From an optimization exercise on the open Yosys and OpenROAD flow, aimed at small area, a short achievable clock period and few clock cycles per item; shortcuts taken in it are not production practice.
At most, simulation tests tie the RTL to the original design; equivalence was not proved.
Function not checked in run 2: the RTL went through the layout flow alone.

## flow/design.v (module list and top-level ports; edited modules follow where they fit)
// module ex_stage_mdu: 195 lines
// module mdu_mul33: 2240 lines
module ex_stage_mdu (
    input  logic        clock,
    input  logic        reset,
    input  logic        in_valid,
    output logic        in_ready,
    input  logic [4:0]  op,
    input  logic [31:0] operand_a,
    input  logic [31:0] operand_b,
    input  logic [1:0]  fwd_sel_a,
    input  logic [1:0]  fwd_sel_b,
    input  logic [31:0] wb_data,
    input  logic        is_jump,
    input  logic [31:0] pt_wdata_in,
    input  logic [4:0]  pt_rd_in,
    input  logic [31:0] pt_pc_in,
    input  logic        mem_stall,
    input  logic        flush,
    output logic        out_valid,
    output logic [31:0] res_out,
    output logic [31:0] pt_wdata_out,
    output logic [4:0]  pt_rd_out,
    output logic [31:0] pt_pc_out,
    output logic        redirect_valid,
    output logic [31:0] redirect_addr,
    output logic        busy
);
  // ...
==> flow/flow/run.sh <==
#!/bin/bash
# Standard ORFS layout; ports are buffered with a regular buffer instead of
# the delay cell buffer_ports picks by default.
set -euo pipefail
bash standard.sh "BUFFER_PORTS_ARGS=-buffer_cell sky130_fd_sc_hd__buf_4" finish > orfs_make.log 2>&1
==> flow/standard.sh <==
#!/bin/bash
# synth_recipe.tcl (not shown) runs the flow's synth.tcl, then flattens the netlist and writes it again
# the make line also repeats each setting of config.mk as NAME=value (left out here)
make -C /OpenROAD-flow-scripts/flow DESIGN_CONFIG=/design/flow/config.mk WORK_HOME=/design/flow/orfs CLKGATE_MAP_FILE= SYNTH_SCRIPT=/design/flow/synth_recipe.tcl "${@:-finish}"
==> flow/config.mk <==
export PLATFORM = sky130hd
export DESIGN_NAME = ex_stage_mdu
export DESIGN_NICKNAME = ex_stage_mdu
export VERILOG_FILES = /design/flow/design.v
export SDC_FILE = /design/flow/constraint.sdc
export NUM_CORES = 4
export LEC_CHECK = 0
export CAP_MARGIN = 20
export CORE_MARGIN = 2
export CORE_UTILIZATION = 30
export SETUP_SLACK_MARGIN = 0.15
export SLEW_MARGIN = 40
==> flow/constraint.sdc <==
create_clock -name core_clock -period 16.0 [get_ports {clock}]
set_input_delay 3.2000 -clock core_clock [delete_from_list [all_inputs] [get_ports {clock}]]
set_output_delay 3.2000 -clock core_clock [all_outputs]
set_load 0.01 [all_outputs]
==> results.sh, run 1 <==
export IMPL_post_route_util=0.350
export IMPL_synth_ff_type="edfxtp_1"
export IMPL_hold_buffers=0
export IMPL_synth_compound_area_frac=0.252
export IMPL_yosysMostFrequentCell="xnor2_1"
export IMPL_grt_max_degree=97
export IMPL_setup_worst_path_start="fwd_sel_a[0]"
export IMPL_met3_usage=0.0407
export IMPL_ys_seq_area_frac=0.129
export IMPL_synth_top_area_share=0.159
export IMPL_synth_fa_ha_area_frac=0.245
export IMPL_multi_input_area_share=0.692
export IMPL_grt_pass1_vias=58700
export IMPL_synth_edf_count=170
export IMPL_antenna_found_initial=15
export IMPL_die_x_um=450
export IMPL_clk_share=0.0145
export IMPL_largest_class="multi-input combinational cells"
export IMPL_crit_fanout=14
export IMPL_status="finished clean"
export IMPL_synthTopCellsByCount="xnor2_1, inv_1, fa_1, nand2_1, nor2_1"
export IMPL_rows=163
export IMPL_synth_seq_cells=274
Testbench counts, summed over its fixed seeds: cycles 171,617, instrs 160,000.
==> module ex_stage_mdu, before the edit <==
module ex_stage_mdu (
    input  logic        clock,
    input  logic        reset,
    input  logic        in_valid,
    output logic        in_ready,
    input  logic [4:0]  op,
    input  logic [31:0] operand_a,
    input  logic [31:0] operand_b,
    input  logic [1:0]  fwd_sel_a,
    input  logic [1:0]  fwd_sel_b,
    input  logic [31:0] wb_data,
    input  logic        is_jump,
    input  logic [31:0] pt_wdata_in,
    input  logic [4:0]  pt_rd_in,
    input  logic [31:0] pt_pc_in,
    input  logic        mem_stall,
    input  logic        flush,
    output logic        out_valid,
    output logic [31:0] res_out,
    output logic [31:0] pt_wdata_out,
    output logic [4:0]  pt_rd_out,
    output logic [31:0] pt_pc_out,
    output logic        redirect_valid,
    output logic [31:0] redirect_addr,
    output logic        busy
);
    localparam int K = 4;
    localparam int CW = 3;             
    logic [31:0] op_a, op_b;
    always_comb begin
        case (fwd_sel_a)
            2'd1:    op_a = res_out;
            2'd2:    op_a = wb_data;
            default: op_a = operand_a;
        endcase
        case (fwd_sel_b)
            2'd1:    op_b = res_out;
            2'd2:    op_b = wb_data;
            default: op_b = operand_b;
        endcase
    end
    logic is_div, is_single, is_mul, is_mulh, fire;
    assign is_div    = (op == 5'd14) || (op == 5'd15) || (op == 5'd16) || (op == 5'd17);
    assign is_single = (op <= 5'd13);
    assign is_mul    = (op >= 5'd10) && (op <= 5'd13);
    assign is_mulh   = (op >= 5'd11) && (op <= 5'd13);
    assign in_ready  = reset && !busy && !mem_stall;
    assign fire      = in_valid && in_ready;
    logic [32:0] ma, mb;
    logic [63:0] prod;
    assign ma = {op_a[31] && ((op == 5'd11) || (op == 5'd12)), op_a};
    assign mb = {op_b[31] && (op == 5'd11), op_b};
    mdu_mul33 u_mul (.a(ma), .b(mb), .p(prod));
    logic        sub;
    logic [32:0] sum;
    logic        lt_s, lt_u;
    assign sub  = (op != 5'd0);
    assign sum  = {1'b0, op_a} + {1'b0, op_b ^ {32{sub}}} + {32'd0, sub};
    assign lt_u = !sum[32];
    assign lt_s = (op_a[31] == op_b[31]) ? sum[31] : op_a[31];
    logic [4:0]  shamt;
    logic [31:0] sh_in, sh_rev, sh_out, sh_res;
    logic        sh_left, sh_fill;
    assign shamt   = op_b[4:0];
    assign sh_left = (op == 5'd5);
    assign sh_fill = (op == 5'd7) && op_a[31];
    always_comb begin
        for (int i = 0; i < 32; i++) sh_rev[i] = op_a[31-i];
    end
    assign sh_in  = sh_left ? sh_rev : op_a;
    assign sh_out = 32'($signed({sh_fill, sh_in}) >>> shamt);
    always_comb begin
        for (int i = 0; i < 32; i++) sh_res[i] = sh_left ? sh_out[31-i] : sh_out[i];
    end
    logic [31:0] alu_misc, alu_res;
    always_comb begin
        case (op)
            5'd0, 5'd1: alu_misc = sum[31:0];
            5'd2:       alu_misc = op_a & op_b;
            5'd3:       alu_misc = op_a | op_b;
            5'd4:       alu_misc = op_a ^ op_b;
            5'd5, 5'd6, 5'd7: alu_misc = sh_res;
            5'd8:       alu_misc = {31'd0, lt_s};
            5'd9:       alu_misc = {31'd0, lt_u};
            default:    alu_misc = 32'd0;
        endcase
    end
    assign alu_res = !is_mul ? alu_misc : (is_mulh ? prod[63:32] : prod[31:0]);
    assign redirect_valid = fire && is_jump && is_single;
    assign redirect_addr  = redirect_valid ? {alu_res[31:1], 1'b0} : 32'd0;
    logic        d_signed, d_remop, a_neg, b_neg, b_zero, d_fast;
    logic [31:0] abs_a, abs_b;
    assign d_signed = (op == 5'd14) || (op == 5'd16);
    assign d_remop  = (op == 5'd16) || (op == 5'd17);
    assign a_neg    = d_signed && op_a[31];
    assign b_neg    = d_signed && op_b[31];
    assign abs_a    = a_neg ? (~op_a + 32'd1) : op_a;
    assign abs_b    = b_neg ? (~op_b + 32'd1) : op_b;
    assign b_zero   = (op_b == 32'd0);
    assign d_fast   = b_zero || (abs_a < abs_b);
    logic [31:0] fast_res;
    assign fast_res = d_remop ? op_a : {32{b_zero}};
    function automatic logic [5:0] clz32(input logic [31:0] x);
        logic [5:0] n;
        n = 6'd32;
        for (int i = 0; i < 32; i++) if (x[i]) n = 31 - i;
        clz32 = n;
    endfunction
    logic [5:0] clz_a, clz_b, pdiff;
    logic [2:0] m1;
    assign clz_a = clz32(abs_a);
    assign clz_b = clz32(abs_b);
    assign pdiff = clz_b - clz_a;            
    assign m1    = pdiff[4:2];               
    logic [63:0] norm;
    assign norm = {4'd0, abs_a, 28'd0} >> {m1, 2'b00};
    logic [31:0] rem, quo, dvs;
    logic [CW-1:0] cnt;
    logic        q_neg, r_sel;
    logic [31:0] d_wdata, d_pc;
    logic [4:0]  d_rd;
    logic [31:0] rem_s [0:K];
    logic [31:0] quo_s [0:K];
    logic [32:0] diff_s [0:K-1];
    always_comb begin
        rem_s[0] = rem;
        quo_s[0] = quo;
        for (int s = 0; s < K; s++) begin
            diff_s[s]  = {rem_s[s], quo_s[s][31]} - {1'b0, dvs};
            rem_s[s+1] = diff_s[s][32] ? {rem_s[s][30:0], quo_s[s][31]} : diff_s[s][31:0];
            quo_s[s+1] = {quo_s[s][30:0], !diff_s[s][32]};
        end
    end
    logic [31:0] d_pick, d_held, div_res;
    logic        fix;
    assign d_pick  = r_sel ? rem_s[K] : quo_s[K];
    assign d_held  = r_sel ? rem : quo;
    assign div_res = fix ? (~d_held + 32'd1) : d_pick;
    logic wr_single, wr_fast, start_div, wr_div, step, last;
    assign wr_single = fire && !flush && !is_div;
    assign wr_fast   = fire && !flush && is_div && d_fast;
    assign start_div = fire && !flush && is_div && !d_fast;
    assign last      = (cnt == '0);
    assign wr_div    = busy && !flush && !mem_stall && (fix || (last && !q_neg));
    assign step      = busy && !fix && (!last || q_neg || !mem_stall);
    always_ff @(posedge clock) begin
        if (start_div) begin
            rem     <= norm[63:32];
            quo     <= norm[31:0];
            dvs     <= abs_b;
            cnt     <= m1;
            fix     <= 1'b0;
            q_neg   <= d_remop ? a_neg : (a_neg ^ b_neg);
            r_sel   <= d_remop;
            d_wdata <= pt_wdata_in;
            d_rd    <= pt_rd_in;
            d_pc    <= pt_pc_in;
        end else if (step) begin
            rem <= rem_s[K];
            quo <= quo_s[K];
            cnt <= cnt - 1'b1;
            if (last) fix <= 1'b1;
        end
    end
    always_ff @(posedge clock or negedge reset) begin
        if (!reset) begin
            busy         <= 1'b0;
            out_valid    <= 1'b0;
            res_out      <= '0;
            pt_wdata_out <= '0;
            pt_rd_out    <= '0;
            pt_pc_out    <= '0;
        end else begin
            if (flush) begin
                busy      <= 1'b0;
                out_valid <= 1'b0;
            end else begin
                if (start_div) busy <= 1'b1;
                else if (wr_div) busy <= 1'b0;
                if (!mem_stall) out_valid <= wr_single || wr_fast || wr_div;
            end
            if (wr_single || wr_fast) begin
                res_out      <= wr_single ? alu_res : fast_res;
                pt_wdata_out <= pt_wdata_in;
                pt_rd_out    <= pt_rd_in;
                pt_pc_out    <= pt_pc_in;
            end else if (wr_div) begin
                res_out      <= div_res;
                pt_wdata_out <= d_wdata;
                pt_rd_out    <= d_rd;
                pt_pc_out    <= d_pc;
            end
        end
    end
endmodule
==> run 2, diff against run 1 <==
--- a/flow/design.v
+++ b/flow/design.v
@@ -41,21 +41,48 @@
     end
     logic is_div, is_single, is_mul, is_mulh, fire;
     assign is_div    = (op == 5'd14) || (op == 5'd15) || (op == 5'd16) || (op == 5'd17);
     assign is_single = (op <= 5'd13);
     assign is_mul    = (op >= 5'd10) && (op <= 5'd13);
     assign is_mulh   = (op >= 5'd11) && (op <= 5'd13);
     assign in_ready  = reset && !busy && !mem_stall;
     assign fire      = in_valid && in_ready;
-    logic [32:0] ma, mb;
+    function automatic logic [50:0] booth_enc(input logic [31:0] x, input logic sx);
+        logic [33:0] bx;
+        logic [16:0] n, o, t;
+        logic        hi, mid, lo;
+        bx = {sx, sx, x};
+        for (int i = 0; i < 17; i++) begin
+            hi  = bx[2*i+1];
+            mid = bx[2*i];
+            lo  = (i == 0) ? 1'b0 : bx[2*i-1];
+            n[i] = hi & ~(mid & lo);
+            o[i] = mid ^ lo;
+            t[i] = (hi & ~mid & ~lo) | (~hi & mid & lo);
+        end
+        booth_enc = {n, o, t};
+    endfunction
+    logic        mulh_ss;
+    logic [50:0] enc_op, enc_res, enc_wb, enc_b;
+    assign mulh_ss = (op == 5'd11);
+    assign enc_op  = booth_enc(operand_b, operand_b[31] && mulh_ss);
+    assign enc_res = booth_enc(res_out, res_out[31] && mulh_ss);
+    assign enc_wb  = booth_enc(wb_data, wb_data[31] && mulh_ss);
+    always_comb begin
+        case (fwd_sel_b)
+            2'd1:    enc_b = enc_res;
+            2'd2:    enc_b = enc_wb;
+            default: enc_b = enc_op;
+        endcase
+    end
+    logic [32:0] ma;
     logic [63:0] prod;
     assign ma = {op_a[31] && ((op == 5'd11) || (op == 5'd12)), op_a};
-    assign mb = {op_b[31] && (op == 5'd11), op_b};
-    mdu_mul33 u_mul (.a(ma), .b(mb), .p(prod));
+    mdu_mul33 u_mul (.a(ma), .bneg(enc_b[50:34]), .bone(enc_b[33:17]), .btwo(enc_b[16:0]), .p(prod));
     logic        sub;
     logic [32:0] sum;
     logic        lt_s, lt_u;
     assign sub  = (op != 5'd0);
     assign sum  = {1'b0, op_a} + {1'b0, op_b ^ {32{sub}}} + {32'd0, sub};
     assign lt_u = !sum[32];
     assign lt_s = (op_a[31] == op_b[31]) ? sum[31] : op_a[31];
     logic [4:0]  shamt;
@@ -190,73 +217,21 @@
                 pt_rd_out    <= d_rd;
                 pt_pc_out    <= d_pc;
             end
         end
     end
 endmodule
 module mdu_mul33 (
     input  logic [32:0] a,
-    input  logic [32:0] b,
+    input  logic [16:0] bneg,
+    input  logic [16:0] bone,
+    input  logic [16:0] btwo,
     output logic [63:0] p
 );
-    logic [33:0] bx;
-    assign bx = {b[32], b};
-    logic [16:0] bneg, bone, btwo;
-    assign bneg[0] = bx[1] & ~(bx[0] & 1'b0);
-    assign bone[0] = bx[0] ^ 1'b0;
-    assign btwo[0] = (bx[1] & ~bx[0] & ~1'b0) | (~bx[1] & bx[0] & 1'b0);
-    assign bneg[1] = bx[3] & ~(bx[2] & bx[1]);
-    assign bone[1] = bx[2] ^ bx[1];
-    assign btwo[1] = (bx[3] & ~bx[2] & ~bx[1]) | (~bx[3] & bx[2] & bx[1]);
-    assign bneg[2] = bx[5] & ~(bx[4] & bx[3]);
-    assign bone[2] = bx[4] ^ bx[3];
-    assign btwo[2] = (bx[5] & ~bx[4] & ~bx[3]) | (~bx[5] & bx[4] & bx[3]);
-    assign bneg[3] = bx[7] & ~(bx[6] & bx[5]);
-    assign bone[3] = bx[6] ^ bx[5];
-    assign btwo[3] = (bx[7] & ~bx[6] & ~bx[5]) | (~bx[7] & bx[6] & bx[5]);
-    assign bneg[4] = bx[9] & ~(bx[8] & bx[7]);
-    assign bone[4] = bx[8] ^ bx[7];
-    assign btwo[4] = (bx[9] & ~bx[8] & ~bx[7]) | (~bx[9] & bx[8] & bx[7]);
-    assign bneg[5] = bx[11] & ~(bx[10] & bx[9]);
-    assign bone[5] = bx[10] ^ bx[9];
-    assign btwo[5] = (bx[11] & ~bx[10] & ~bx[9]) | (~bx[11] & bx[10] & bx[9]);
-    assign bneg[6] = bx[13] & ~(bx[12] & bx[11]);
-    assign bone[6] = bx[12] ^ bx[11];
-    assign btwo[6] = (bx[13] & ~bx[12] & ~bx[11]) | (~bx[13] & bx[12] & bx[11]);
-    assign bneg[7] = bx[15] & ~(bx[14] & bx[13]);
-    assign bone[7] = bx[14] ^ bx[13];
-    assign btwo[7] = (bx[15] & ~bx[14] & ~bx[13]) | (~bx[15] & bx[14] & bx[13]);
-    assign bneg[8] = bx[17] & ~(bx[16] & bx[15]);
-    assign bone[8] = bx[16] ^ bx[15];
-    assign btwo[8] = (bx[17] & ~bx[16] & ~bx[15]) | (~bx[17] & bx[16] & bx[15]);
-    assign bneg[9] = bx[19] & ~(bx[18] & bx[17]);
-    assign bone[9] = bx[18] ^ bx[17];
-    assign btwo[9] = (bx[19] & ~bx[18] & ~bx[17]) | (~bx[19] & bx[18] & bx[17]);
-    assign bneg[10] = bx[21] & ~(bx[20] & bx[19]);
-    assign bone[10] = bx[20] ^ bx[19];
-    assign btwo[10] = (bx[21] & ~bx[20] & ~bx[19]) | (~bx[21] & bx[20] & bx[19]);
-    assign bneg[11] = bx[23] & ~(bx[22] & bx[21]);
-    assign bone[11] = bx[22] ^ bx[21];
-    assign btwo[11] = (bx[23] & ~bx[22] & ~bx[21]) | (~bx[23] & bx[22] & bx[21]);
-    assign bneg[12] = bx[25] & ~(bx[24] & bx[23]);
-    assign bone[12] = bx[24] ^ bx[23];
-    assign btwo[12] = (bx[25] & ~bx[24] & ~bx[23]) | (~bx[25] & bx[24] & bx[23]);
-    assign bneg[13] = bx[27] & ~(bx[26] & bx[25]);
-    assign bone[13] = bx[26] ^ bx[25];
-    assign btwo[13] = (bx[27] & ~bx[26] & ~bx[25]) | (~bx[27] & bx[26] & bx[25]);
-    assign bneg[14] = bx[29] & ~(bx[28] & bx[27]);
-    assign bone[14] = bx[28] ^ bx[27];
-    assign btwo[14] = (bx[29] & ~bx[28] & ~bx[27]) | (~bx[29] & bx[28] & bx[27]);
-    assign bneg[15] = bx[31] & ~(bx[30] & bx[29]);
-    assign bone[15] = bx[30] ^ bx[29];
-    assign btwo[15] = (bx[31] & ~bx[30] & ~bx[29]) | (~bx[31] & bx[30] & bx[29]);
-    assign bneg[16] = bx[33] & ~(bx[32] & bx[31]);
-    assign bone[16] = bx[32] ^ bx[31];
-    assign btwo[16] = (bx[33] & ~bx[32] & ~bx[31]) | (~bx[33] & bx[32] & bx[31]);
     logic [33:0] pp0;
     assign pp0[0] = (bone[0] & (a[0] ^ bneg[0])) | (btwo[0] & (1'b0 ^ bneg[0]));
     assign pp0[1] = (bone[0] & (a[1] ^ bneg[0])) | (btwo[0] & (a[0] ^ bneg[0]));
     assign pp0[2] = (bone[0] & (a[2] ^ bneg[0])) | (btwo[0] & (a[1] ^ bneg[0]));
     assign pp0[3] = (bone[0] & (a[3] ^ bneg[0])) | (btwo[0] & (a[2] ^ bneg[0]));
     assign pp0[4] = (bone[0] & (a[4] ^ bneg[0])) | (btwo[0] & (a[3] ^ bneg[0]));
     assign pp0[5] = (bone[0] & (a[5] ^ bneg[0])) | (btwo[0] & (a[4] ^ bneg[0]));
     assign pp0[6] = (bone[0] & (a[6] ^ bneg[0])) | (btwo[0] & (a[5] ^ bneg[0]));
==> run 2 against run 1 <==
Against the previous run:
- register-to-register slack lost 0.17 ns
- largest cell class unchanged
- critical path depth is 1 lower
- clock skew rose by 0.0054 ns
- synthesized cell count rose by 11%
- hold slack worse by 0.011 ns
- global-route usage up 5.3 points
==> results.sh, run 2 <==
export IMPL_status="finished clean"
export IMPL_path_delay_family="adder cells"
export IMPL_end_kind="output port"
export IMPL_finalHoldViolations=0
export IMPL_grt_use_met2=0.552
export IMPL_grt_max_degree=98
export IMPL_synth_ff_type="edfxtp_1"
export IMPL_met3_usage=0.0678
export IMPL_ys_warn_count=4
export IMPL_synth_area_top_cells="fa_1, xnor2_1, ha_1, edfxtp_1, inv_1"
export IMPL_globalRouteTotalUtil=0.345
export IMPL_ant_nets=0
export IMPL_critPathBufInv=10
export IMPL_core_area_um2=209000
export IMPL_cp_required_ns=12.80
export IMPL_drcViolationCount=0
export IMPL_hp_class="flop to flop"
export IMPL_synth_compound_area_frac=0.286
export IMPL_ctsRootBufferMaster="clkbuf_16"
export IMPL_ys_seq_area_frac=0.122
export IMPL_syn_inst=7964
export IMPL_antenna_found_initial=22
export IMPL_synthMuxAreaShare=0.0382
export IMPL_die_x_um=462
export IMPL_seqCellArea_um2=7710
export IMPL_viasPerCell=6.12
export IMPL_cpPeakStageDelay_ns=0.59
export IMPL_holdWs_ns=0.523
export IMPL_cts_buffers=35
export IMPL_finalClockSkew_ns=0.0432
export IMPL_final_nets=9503
export IMPL_overflow=0
export IMPL_synth_area_leader_cell="fa_1"
export IMPL_rows=168
export IMPL_yosys_area_share_simple=0.139
export IMPL_avgRoutedWirePerCell_um=34.1
export IMPL_cts_sinks=274
export IMPL_tightest_slew_ns=0.972
export IMPL_syn2layout_area_growth_pct=17.7
export IMPL_insertion_delay_ns=0.63
export IMPL_synthTopCellsByCount="inv_1, xnor2_1, nand2_1, nor2_1, a21oi_1"
export IMPL_layout_commonest_cell="buf_4"
export IMPL_htreeDepth=2
export IMPL_start_kind="input port"
export IMPL_die_h_um=462
export IMPL_critPathKind="input port to output port"
export IMPL_nFillCells=22100
export IMPL_worstPathArrival_ns=12.61
export IMPL_ys_types=113
export IMPL_grt_pass1_vias=67500
export IMPL_slew_headroom=0.347
export IMPL_routed_wl_mm=384
export IMPL_design_area_um2=74300
export IMPL_place_hpwl_mm=314
export IMPL_synth_top_area_share=0.150
export IMPL_drive_gt1_frac=0.170
export IMPL_grt_busiest_layer="met2"
export IMPL_synthArstFlopShare=0.376
export IMPL_max_freq_ghz=0.0633
export IMPL_grt_pass1_wl_mm=530
export IMPL_synth_edf_count=170
export IMPL_die_area_um2=214000
export IMPL_multi_input_area_um2=51000
export IMPL_synth_fa_ha_area_frac=0.235
export IMPL_use_met1=0.402
export IMPL_synth_xor_area_frac=0.0964
export IMPL_maxCapViolations=0
export IMPL_syn_avg_cell_area_um2=7.92
export IMPL_min_period_ns=15.81
export IMPL_slowest_stage="a2111oi_2"
export IMPL_post_route_util=0.355
export IMPL_layout_common_cells="buf_4, inv_1, xnor2_1, nand2_1, nor2_1"
export IMPL_synth_seq_cells=274
export IMPL_place_ws_ns=0.0496
export IMPL_vias=69000
export IMPL_maxSlewViolCount=0
export IMPL_setup_viol=0
export IMPL_clkTransAtPathRegs_ns=0.06
export IMPL_cts_tree="done"
export IMPL_start_util=0.301
export IMPL_gp_congestion=1.08
export IMPL_clk_path_buf_depth=3
export IMPL_yosysMostFrequentCell="inv_1"
export IMPL_syn_area_um2=63100
export IMPL_worst_slack_ns=0.194
export IMPL_rsz0062_at_grt="true"
export IMPL_placed_cell_area_um2=72800
export IMPL_port_buffers=315
export IMPL_ios=317
export IMPL_finalCritPeriodShare=0.988
export IMPL_drt_initial_drc_count=8336
export IMPL_crit_fanout=43
export IMPL_first_pass_iters=6
export IMPL_synth_top_family_by_area="compound AO/OA/AOI/OAI gates"
[run 2: through the flow]
stage	TNS, ns	instances
after floorplan	0	7965
after global placement	-0.416	11200
after detailed placement	0	11200
after CTS	0	11200
after global routing	0	11300
final	0	11300
[run 2: final timing paths]
path                                   start           endpoint  slack [ns]  cells after the start
worst max-delay path            fwd_sel_a[0]  redirect_addr[28]        0.19                     33
worst min-delay path              d_wdata[6]    pt_wdata_out[6]        0.52                      2
worst max register to register       quo[31]             rem[2]        0.91                     72
worst min register to register    d_wdata[6]    pt_wdata_out[6]        0.52                      2
max in group asynchronous              reset        res_out[11]       12.38                      2
min in group asynchronous              reset      pt_pc_out[24]        2.53                      1
[run 2: cell families (layout without fill, tap and decap cells)]
| group | after synthesis | count (layout) |
|---|---|---|
| buffers and inverters | 1354 | 1838 |
| flip-flops | 274 | 274 |
| AND/OR/NAND/NOR | 1857 | 1857 |
| XOR/XNOR | 690 | 690 |
| AO/OA/AOI/OAI | 2661 | 2661 |
| other | 1 | 16 |
| adder cells (fa/ha/maj) | 901 | 901 |
| multiplexers | 226 | 226 |
[run 2: what timing repair did]
| action | CTS | global route |
|---|---|---|
| endpoints found under the setup margin | 12 | 72 |
| pin swaps | 0 | 0 |
| hold buffers | 0 | 0 |
| resized for setup | 2 | 26 |
| cloned | 0 | 1 |
| buffers inserted | 0 | 4 |
[run 2: layout make-up]
cell class | instances | share of cell area
timing repair buffer | 1039 | 0.110
inverter | 735 | 0.0372
sequential | 274 | 0.104
clock inverter | 17 | 0.00231
clock buffer | 47 | 0.0129
antenna | 14 | 0.000472
tap | 2805 | 0.0473
multi-input combinational | 6337 | 0.686
[run 2: worst register-to-register path, delay by kind of cell (launching register included)]
kind	cells	cell delay [ns]
xor gates and xnor gates	1	0.10
AOI/OAI and AO/OA	29	6.16
muxes	4	1.22
DFF	1	0.53
and+or+nand+nor	10	1.46
buffers and inverters	23	3.76
adders and majority gates	5	1.62
[run 2: layer usage]
metal | vias up | routed length (um)
met1 | 34100 | 141000
li1 | 29700 | -
met5 | - | 121
met4 | 20 | 38400
met2 | 3995 | 172000
met3 | 1134 | 32400

## what the ideal ports hide
In the flow no input, the clock included, has a driving cell. The finished layouts below were timed again as built, in two steps.
Step 1 sets driving cells, clkbuf_16 on the clock port and buf_2 on the other inputs (assumed; they add their load-dependent delay and slew).
Step 2 moves the port delays by t, midway between the first and last clock arrival at a register: inputs arrive t later, outputs are due t later. That takes back most of the time a late clock gives input paths.
Three values: ideal ports, drivers, drivers and shift; two values: the first two.
run | t, ns | slack for setup (ns) | hold slack, ns
run 1 | 0.673 | 0.302 / 0.273 / 0.273 | 0.535 / 0.535 / 0.535
run 2 | 0.673 | 0.194 / 0.152 / 0.152 | 0.523 / 0.523 / 0.523
After both steps setup and hold are still met in every run listed. The setup slack of run 2, which loses most, moves by -0.042 ns with the drivers and by -0.042 ns with both steps.
